Background: an optimization exercise with open tools, aiming at small area, a short achievable clock period and few clock cycles per item. Do not read the settings as production practice. Where RTL was checked, it was by simulation tests only, not by an equivalence proof against the original.

==> run P: inputs <==
// ordered_set_engine
module ordered_set_engine #(
    parameter int CAPACITY  = 32,
    parameter int KEY_WIDTH = 16
) (
    input  logic                             i_clk,
    input  logic                             i_rst_n,
    input  logic                             i_in_valid,
    output logic                             o_in_stall,
    input  ose_pkg::t_cmd                    i_command,
    input  logic [31:0]                      i_key,
    output logic                             o_out_valid,
    input  logic                             i_out_stall,
    output ose_pkg::t_status                 o_status,
    output logic [31:0]                      o_value,
    output logic                             o_hit,
    output logic [$clog2(CAPACITY+1)-1:0]    o_count
);
Settings: LEC_CHECK=0, CAP_MARGIN=20, CORE_MARGIN=2, CORE_UTILIZATION=35, GPL_ROUTABILITY_DRIVEN=1, PLACE_DENSITY=0.5, SLEW_MARGIN=20; clock period 12.0 ns.
standard.sh (not shown) runs the stock make flow with config.mk's settings and CLKGATE_MAP_FILE= SYNTH_SCRIPT=/design/flow/synth_recipe.tcl, a recipe that flattens the netlist after the stock synthesis.
==> flow/flow/run.sh <==
#!/bin/bash
# Standard layout (standard.sh) with these changes:
#  - synthesis maps the logic with an area-oriented ABC script (flow/abc_area.script);
#    flow/synth_area.tcl is synth_recipe.tcl with only the ABC script swapped;
#  - timing repair aims below the clock period (SETUP_SLACK_MARGIN), on all endpoints;
#  - placement density and clock tree settings as given below.
set -e
FL=$PWD/flow
export MY_ABC_SCRIPT=$FL/abc_area.script
bash standard.sh SYNTH_SCRIPT=$FL/synth_area.tcl SETUP_SLACK_MARGIN=8.4 TNS_END_PERCENT=100 SKIP_GATE_CLONING=1 CORE_UTILIZATION=35 PLACE_DENSITY=0.5 CTS_CLUSTER_SIZE=30 CTS_CLUSTER_DIAMETER=80 "BUFFER_PORTS_ARGS=-buffer_cell sky130_fd_sc_hd__buf_2" finish > standard.log 2>&1
==> flow/flow/abc_area.script <==
strash
&get -n
&st
&dch -f
&nf -a -R 1000
&put
topo
stime -c
==> flow/flow/synth_area.tcl <==
proc synth {args} { yosys synth -nofsm -noshare {*}$args }
proc abc {args} {
  set i [lsearch -exact $args -script]
  if { $i >= 0 && [info exists ::env(MY_ABC_SCRIPT)] } { lset args [expr {$i+1}] $::env(MY_ABC_SCRIPT) }
  yosys abc {*}$args
}
source $::env(SCRIPTS_DIR)/synth.tcl
# left out here: clear keep_hierarchy, flatten, clean up, hide names made inside functions, write 1_2_yosys.v
==> run M (differences from run P) <==
--- a/flow/design.v
+++ b/flow/design.v
@@ -92,53 +92,53 @@
     output logic [$clog2(CAPACITY+1)-1:0]    o_count
 );
     localparam int CNT_W = $clog2(CAPACITY + 1);
     logic                 r_q_valid, r_b_valid;
     ose_pkg::t_cmd        r_q_cmd, r_b_cmd;
     logic [KEY_WIDTH-1:0] r_q_key, r_b_key;
     logic [CNT_W-1:0]     r_count, n_count;
     logic [CAPACITY-1:0]  r_occ, n_occ;
-    logic                 r_o_valid, r_s_valid, r_in_ready;
+    logic                 r_o_valid, r_s_valid;
     ose_pkg::t_status     r_o_status, r_s_status, n_status;
     logic [KEY_WIDTH-1:0] r_o_value, r_s_value, n_value;
     logic                 r_o_hit, r_s_hit, n_hit;
     logic [CNT_W-1:0]     r_o_count, r_s_count;
     logic [KEY_WIDTH-1:0] w_key [CAPACITY];
     logic [CAPACITY-1:0]  w_lt, w_eq, w_le, w_gt;
     logic [CAPACITY-1:0]  w_clt, w_ceq;
     logic [CAPACITY-1:0]  w_ld_prv, w_ld_key, w_ld_nxt, w_pick;
     logic                 w_key_clt, w_key_ceq;
-    logic                 r_found, n_found, w_rm_ceq;
-    logic w_move, w_go, w_take, w_o_hold, w_o_from_s, w_o_from_n;
+    logic w_move, w_go, w_take;
     logic w_empty, w_full, w_found, w_pred_ok, w_succ_ok;
     logic c_ins, c_rm, c_clr, c_rm_lt, c_rm_all, c_rm_pred, c_rm_le;
-    logic k_min, k_max, k_pred, k_succ;
-    assign o_in_stall = !r_in_ready;
+    logic c_min, c_max, c_pred, c_succ;
+    assign o_in_stall = r_s_valid;
     assign w_move     = !r_s_valid;
     assign w_go       = r_b_valid && !r_s_valid;
     assign w_take     = r_o_valid && !i_out_stall;
-    assign w_o_hold   = r_o_valid && i_out_stall;
-    assign w_o_from_s = !w_o_hold && r_s_valid;
-    assign w_o_from_n = !w_o_hold && !r_s_valid;
     assign w_le      = w_lt | w_eq;
     assign w_gt      = r_occ & ~w_le;
     assign w_empty   = !r_occ[0];
     assign w_full    = r_occ[CAPACITY-1];
-    assign w_found   = r_found;
+    assign w_found   = |w_eq;
     assign w_pred_ok = w_lt[0];
     assign w_succ_ok = |w_gt;
     always_comb begin
         c_ins     = 1'b0;
         c_rm      = 1'b0;
         c_clr     = 1'b0;
         c_rm_lt   = 1'b0;
         c_rm_all  = 1'b0;
         c_rm_pred = 1'b0;
         c_rm_le   = 1'b0;
+        c_min     = 1'b0;
+        c_max     = 1'b0;
+        c_pred    = 1'b0;
+        c_succ    = 1'b0;
         n_status  = ose_pkg::ST_OK;
         n_hit     = 1'b0;
         unique case (r_b_cmd)
             ose_pkg::CMD_INSERT: begin
                 if (w_found) begin
                     n_status = ose_pkg::ST_NOT_FOUND;
                 end else if (w_full) begin
                     n_status = ose_pkg::ST_FULL;
@@ -159,63 +159,63 @@
                 end else begin
                     n_status = ose_pkg::ST_NOT_FOUND;
                 end
             end
             ose_pkg::CMD_MIN, ose_pkg::CMD_EXTRACT_MIN: begin
                 if (w_empty) begin
                     n_status = ose_pkg::ST_EMPTY;
                 end else begin
+                    c_min = 1'b1;
                     if (r_b_cmd == ose_pkg::CMD_EXTRACT_MIN) begin
                         c_rm     = 1'b1;
                         c_rm_all = 1'b1;
                     end
                 end
             end
             ose_pkg::CMD_MAX, ose_pkg::CMD_EXTRACT_MAX: begin
                 if (w_empty) begin
                     n_status = ose_pkg::ST_EMPTY;
                 end else begin
+                    c_max = 1'b1;
                     if (r_b_cmd == ose_pkg::CMD_EXTRACT_MAX) begin
                         c_rm = 1'b1;
                     end
                 end
             end
             ose_pkg::CMD_PRED, ose_pkg::CMD_PRED_REMOVE: begin
                 if (w_empty) begin
                     n_status = ose_pkg::ST_EMPTY;
                 end else if (!w_pred_ok) begin
                     n_status = ose_pkg::ST_NOT_FOUND;
                 end else begin
+                    c_pred = 1'b1;
                     if (r_b_cmd == ose_pkg::CMD_PRED_REMOVE) begin
                         c_rm      = 1'b1;
                         c_rm_pred = 1'b1;
                     end
                 end
             end
             ose_pkg::CMD_SUCC, ose_pkg::CMD_SUCC_REMOVE: begin
                 if (w_empty) begin
                     n_status = ose_pkg::ST_EMPTY;
                 end else if (!w_succ_ok) begin
                     n_status = ose_pkg::ST_NOT_FOUND;
                 end else begin
+                    c_succ = 1'b1;
                     if (r_b_cmd == ose_pkg::CMD_SUCC_REMOVE) begin
                         c_rm    = 1'b1;
                         c_rm_le = 1'b1;
                     end
                 end
             end
             ose_pkg::CMD_CLEAR: c_clr = 1'b1;
             default: ;   
         endcase
     end
-    assign k_min  = (r_b_cmd == ose_pkg::CMD_MIN)  || (r_b_cmd == ose_pkg::CMD_EXTRACT_MIN);
-    assign k_max  = (r_b_cmd == ose_pkg::CMD_MAX)  || (r_b_cmd == ose_pkg::CMD_EXTRACT_MAX);
-    assign k_pred = (r_b_cmd == ose_pkg::CMD_PRED) || (r_b_cmd == ose_pkg::CMD_PRED_REMOVE);
-    assign k_succ = (r_b_cmd == ose_pkg::CMD_SUCC) || (r_b_cmd == ose_pkg::CMD_SUCC_REMOVE);
     always_comb begin
         n_count = r_count;
         n_occ   = r_occ;
         if (w_go) begin
             if (c_clr) begin
                 n_count = '0;
                 n_occ   = '0;
             end else if (c_ins) begin
@@ -242,20 +242,20 @@
         end else begin : g_inner_nxt
             assign nxt_lt  = w_lt[g+1];
             assign nxt_occ = r_occ[g+1];
         end
         assign w_ld_key[g] = w_go && c_ins && !w_lt[g] && prv_lt;
         assign w_ld_prv[g] = w_go && c_ins && !w_lt[g] && !prv_lt;
         assign w_ld_nxt[g] = w_go && ((c_rm_lt && !w_lt[g]) || c_rm_all ||
                                       (c_rm_pred && !nxt_lt) || (c_rm_le && !w_le[g]));
-        assign w_pick[g]   = (k_min && (g == 0) && r_occ[0]) ||
-                             (k_max && r_occ[g] && !nxt_occ) ||
-                             (k_pred && w_lt[g] && !nxt_lt) ||
-                             (k_succ && w_gt[g] && !prv_gt);
+        assign w_pick[g]   = (c_min && (g == 0)) ||
+                             (c_max && r_occ[g] && !nxt_occ) ||
+                             (c_pred && w_lt[g] && !nxt_lt) ||
+                             (c_succ && w_gt[g] && !prv_gt);
     end
     assign w_key_clt = r_b_key < r_q_key;
     assign w_key_ceq = r_b_key == r_q_key;
     for (genvar g = 0; g < CAPACITY; g++) begin : g_cell
         logic [KEY_WIDTH-1:0] prv_key, nxt_key;
         logic                 prv_clt, prv_ceq, nxt_clt, nxt_ceq;
         if (g == 0) begin : g_first
             assign prv_key = '0;
@@ -296,75 +296,65 @@
             .i_key_ceq (w_key_ceq),
             .o_key     (w_key[g]),
             .o_clt     (w_clt[g]),
             .o_ceq     (w_ceq[g]),
             .o_lt      (w_lt[g]),
             .o_eq      (w_eq[g])
         );
     end
-    assign w_rm_ceq = c_rm_lt ? w_key_ceq : |(w_pick & w_ceq);
-    assign n_found  = !(w_go && c_clr) &&
-                      ((|(r_occ & w_ceq) && !(w_go && c_rm && w_rm_ceq)) ||
-                       (w_go && c_ins && w_key_ceq));
-    always_ff @(posedge i_clk) begin
-        if (w_move) begin
-            r_found <= n_found;
-        end
-    end
     always_comb begin
         n_value = '0;
         for (int i = 0; i < CAPACITY; i++) begin
             n_value = n_value | (w_key[i] & {KEY_WIDTH{w_pick[i]}});
         end
     end
     always_ff @(posedge i_clk) begin
         if (!i_rst_n) begin
             r_q_valid <= 1'b0;
             r_b_valid <= 1'b0;
             r_count   <= '0;
             r_occ     <= '0;
-            r_o_valid  <= 1'b0;
-            r_s_valid  <= 1'b0;
-            r_in_ready <= 1'b1;
+            r_o_valid <= 1'b0;
+            r_s_valid <= 1'b0;
         end else begin
             if (w_move) begin
                 r_q_valid <= i_in_valid;
                 r_b_valid <= r_q_valid;
             end
             r_count <= n_count;
             r_occ   <= n_occ;
             if (!r_o_valid || w_take) begin
-                r_o_valid  <= r_s_valid || w_go;
-                r_s_valid  <= 1'b0;
-                r_in_ready <= 1'b1;
+                r_o_valid <= r_s_valid || w_go;
+                r_s_valid <= 1'b0;
             end else if (w_go) begin
-                r_s_valid  <= 1'b1;
-                r_in_ready <= 1'b0;
+                r_s_valid <= 1'b1;
             end
         end
     end
     always_ff @(posedge i_clk) begin
         if (w_move) begin
             r_q_cmd <= i_command;
             r_q_key <= i_key[KEY_WIDTH-1:0];
             r_b_cmd <= r_q_cmd;
             r_b_key <= r_q_key;
         end
-        r_o_status <= ({2{w_o_hold}}         & r_o_status) |
-                      ({2{w_o_from_s}}       & r_s_status) |
-                      ({2{w_o_from_n}}       & n_status);
-        r_o_value  <= ({KEY_WIDTH{w_o_hold}}   & r_o_value)  |
-                      ({KEY_WIDTH{w_o_from_s}} & r_s_value)  |
-                      ({KEY_WIDTH{w_o_from_n}} & n_value);
-        r_o_hit    <= (w_o_hold && r_o_hit) || (w_o_from_s && r_s_hit) ||
-                      (w_o_from_n && n_hit);
-        r_o_count  <= ({CNT_W{w_o_hold}}     & r_o_count)  |
-                      ({CNT_W{w_o_from_s}}   & r_s_count)  |
-                      ({CNT_W{w_o_from_n}}   & n_count);
+        if (!r_o_valid || w_take) begin
+            if (r_s_valid) begin
+                r_o_status <= r_s_status;
+                r_o_value  <= r_s_value;
+                r_o_hit    <= r_s_hit;
+                r_o_count  <= r_s_count;
+            end else begin
+                r_o_status <= n_status;
+                r_o_value  <= n_value;
+                r_o_hit    <= n_hit;
+                r_o_count  <= n_count;
+            end
+        end
         if (!r_s_valid) begin
             r_s_status <= n_status;
             r_s_value  <= n_value;
             r_s_hit    <= n_hit;
             r_s_count  <= n_count;
         end
     end
     assign o_out_valid = r_o_valid;
==> flow/flow/run.sh (replaced) <==
#!/bin/bash
# Standard layout (standard.sh) with two changes:
#  - synthesis maps the logic with an area-oriented ABC script (flow/abc_area.script);
#    flow/synth_area.tcl is synth_recipe.tcl with only the ABC script swapped;
#  - timing repair aims well below the clock period (SETUP_SLACK_MARGIN), on all endpoints.
set -e
FL=$PWD/flow
export MY_ABC_SCRIPT=$FL/abc_area.script
bash standard.sh SYNTH_SCRIPT=$FL/synth_area.tcl \
    SETUP_SLACK_MARGIN=8.1 TNS_END_PERCENT=100 SKIP_GATE_CLONING=1 \
    CORE_UTILIZATION=45 PLACE_DENSITY=0.6 finish > standard.log 2>&1
==> flow/flow/abc_area.script (replaced) <==
strash
&get -n
&st
&dch
&nf -a
&put
topo
stime -c
==> flow/config.mk (replaced) <==
export PLATFORM = sky130hd
export DESIGN_NAME = ordered_set_engine
export DESIGN_NICKNAME = ordered_set_engine
export VERILOG_FILES = /design/flow/design.v
export SDC_FILE = /design/flow/constraint.sdc
export NUM_CORES = 4
export LEC_CHECK = 0
export CAP_MARGIN = 20
export CORE_MARGIN = 2
export CORE_UTILIZATION = 45
export GPL_ROUTABILITY_DRIVEN = 1
export PLACE_DENSITY = 0.6
export SLEW_MARGIN = 20
==> run E (differences from run P) <==
--- a/flow/design.v
+++ b/flow/design.v
@@ -102,33 +102,29 @@
     logic [KEY_WIDTH-1:0] r_o_value, r_s_value, n_value;
     logic                 r_o_hit, r_s_hit, n_hit;
     logic [CNT_W-1:0]     r_o_count, r_s_count;
     logic [KEY_WIDTH-1:0] w_key [CAPACITY];
     logic [CAPACITY-1:0]  w_lt, w_eq, w_le, w_gt;
     logic [CAPACITY-1:0]  w_clt, w_ceq;
     logic [CAPACITY-1:0]  w_ld_prv, w_ld_key, w_ld_nxt, w_pick;
     logic                 w_key_clt, w_key_ceq;
-    logic                 r_found, n_found, w_rm_ceq;
-    logic w_move, w_go, w_take, w_o_hold, w_o_from_s, w_o_from_n;
+    logic w_move, w_go, w_take;
     logic w_empty, w_full, w_found, w_pred_ok, w_succ_ok;
     logic c_ins, c_rm, c_clr, c_rm_lt, c_rm_all, c_rm_pred, c_rm_le;
     logic k_min, k_max, k_pred, k_succ;
     assign o_in_stall = !r_in_ready;
     assign w_move     = !r_s_valid;
     assign w_go       = r_b_valid && !r_s_valid;
     assign w_take     = r_o_valid && !i_out_stall;
-    assign w_o_hold   = r_o_valid && i_out_stall;
-    assign w_o_from_s = !w_o_hold && r_s_valid;
-    assign w_o_from_n = !w_o_hold && !r_s_valid;
     assign w_le      = w_lt | w_eq;
     assign w_gt      = r_occ & ~w_le;
     assign w_empty   = !r_occ[0];
     assign w_full    = r_occ[CAPACITY-1];
-    assign w_found   = r_found;
+    assign w_found   = |w_eq;
     assign w_pred_ok = w_lt[0];
     assign w_succ_ok = |w_gt;
     always_comb begin
         c_ins     = 1'b0;
         c_rm      = 1'b0;
         c_clr     = 1'b0;
         c_rm_lt   = 1'b0;
         c_rm_all  = 1'b0;
@@ -296,25 +292,16 @@
             .i_key_ceq (w_key_ceq),
             .o_key     (w_key[g]),
             .o_clt     (w_clt[g]),
             .o_ceq     (w_ceq[g]),
             .o_lt      (w_lt[g]),
             .o_eq      (w_eq[g])
         );
     end
-    assign w_rm_ceq = c_rm_lt ? w_key_ceq : |(w_pick & w_ceq);
-    assign n_found  = !(w_go && c_clr) &&
-                      ((|(r_occ & w_ceq) && !(w_go && c_rm && w_rm_ceq)) ||
-                       (w_go && c_ins && w_key_ceq));
-    always_ff @(posedge i_clk) begin
-        if (w_move) begin
-            r_found <= n_found;
-        end
-    end
     always_comb begin
         n_value = '0;
         for (int i = 0; i < CAPACITY; i++) begin
             n_value = n_value | (w_key[i] & {KEY_WIDTH{w_pick[i]}});
         end
     end
     always_ff @(posedge i_clk) begin
         if (!i_rst_n) begin
@@ -344,27 +331,29 @@
     end
     always_ff @(posedge i_clk) begin
         if (w_move) begin
             r_q_cmd <= i_command;
             r_q_key <= i_key[KEY_WIDTH-1:0];
             r_b_cmd <= r_q_cmd;
             r_b_key <= r_q_key;
         end
-        r_o_status <= ({2{w_o_hold}}         & r_o_status) |
-                      ({2{w_o_from_s}}       & r_s_status) |
-                      ({2{w_o_from_n}}       & n_status);
-        r_o_value  <= ({KEY_WIDTH{w_o_hold}}   & r_o_value)  |
-                      ({KEY_WIDTH{w_o_from_s}} & r_s_value)  |
-                      ({KEY_WIDTH{w_o_from_n}} & n_value);
-        r_o_hit    <= (w_o_hold && r_o_hit) || (w_o_from_s && r_s_hit) ||
-                      (w_o_from_n && n_hit);
-        r_o_count  <= ({CNT_W{w_o_hold}}     & r_o_count)  |
-                      ({CNT_W{w_o_from_s}}   & r_s_count)  |
-                      ({CNT_W{w_o_from_n}}   & n_count);
+        if (!r_o_valid || w_take) begin
+            if (r_s_valid) begin
+                r_o_status <= r_s_status;
+                r_o_value  <= r_s_value;
+                r_o_hit    <= r_s_hit;
+                r_o_count  <= r_s_count;
+            end else begin
+                r_o_status <= n_status;
+                r_o_value  <= n_value;
+                r_o_hit    <= n_hit;
+                r_o_count  <= n_count;
+            end
+        end
         if (!r_s_valid) begin
             r_s_status <= n_status;
             r_s_value  <= n_value;
             r_s_hit    <= n_hit;
             r_s_count  <= n_count;
         end
     end
     assign o_out_valid = r_o_valid;
==> flow/flow/run.sh (replaced) <==
#!/bin/bash
# Standard layout (standard.sh) with these changes:
#  - synthesis maps the logic with an area-oriented ABC script (flow/abc_area.script);
#    flow/synth_area.tcl is synth_recipe.tcl with only the ABC script swapped;
#  - timing repair aims below the clock period (SETUP_SLACK_MARGIN), on all endpoints;
#  - placement density and clock tree settings as given below.
set -e
FL=$PWD/flow
export MY_ABC_SCRIPT=$FL/abc_area.script
bash standard.sh SYNTH_SCRIPT=$FL/synth_area.tcl SETUP_SLACK_MARGIN=8.1 TNS_END_PERCENT=100 SKIP_GATE_CLONING=1 CORE_UTILIZATION=35 PLACE_DENSITY=0.5 CTS_CLUSTER_SIZE=24 CTS_CLUSTER_DIAMETER=80 finish > standard.log 2>&1
==> qor summary <==
	run P	run M	run E
Worst hold slack	427 ps	422 ps	427 ps
Initial antenna violation count	9	18	3
Sequential share of cell area	0.284	0.288	0.306
Cell count after placement	6903	6488	6829
Result of the run	complete, no violations	complete, no violations	complete, no violations
Share of synthesized cell area in and, or, nand and nor gates	0.198	0.202	0.200
Least-Margin Pin Slew	1330 ps	1100 ps	1260 ps
Library cell contributing the largest single delay on the critical path	a222oi_1	a221oi_4	a222oi_1
Post-synthesis xor/xnor area fraction	0.000200	0.00100	0.000607
Critical path depth	14	15	14
Reg clk slew, reported paths	90 ps	60 ps	90 ps
Delay of the slowest cell on the worst path	1040 ps	470 ps	750 ps
Wire length on met2	94800 µm	91200 µm	90300 µm
Syn Inst Count	5054	4994	4973
Testbench counts of run M, summed over its fixed seeds: cycles 12,018, ops 12,000.
Function not checked in run P and run E: the RTL went through the layout flow alone.

-- port drivers added, routing unchanged --
The results above use ideal ports. As a check the final layouts listed here were re-extracted and re-timed, cells and wires unchanged. Step 1 sets driving cells, clkbuf_16 on the clock port and buf_2 on the other inputs (assumed; they add their load-dependent delay and slew). Step 2 times the ports against the registers' clock, not the clock port: input delays grow and output delays shrink by t, the midpoint of the rising clock arrivals with the driver on. a / b / c = ideal / step 1 / step 2; a / b = the first two.
| run | t, ns | slack for setup (ns) | clock arrival spread, ns | worst slew at a driven data input, ns | cell pins on the clock port's net |
|---|---|---|---|---|---|
| run P | 0.790 | 7.842 / 7.842 / 7.842 | 0.058 / 0.059 | 0.03 | 1 |
| run M | 0.751 | 7.745 / 7.745 / 7.745 | 0.038 / 0.038 | 0.04 | 1 |
| run E | 0.786 | 7.882 / 7.882 / 7.882 | 0.044 / 0.043 | 0.05 | 1 |
After both steps setup and hold are still met in every run listed.
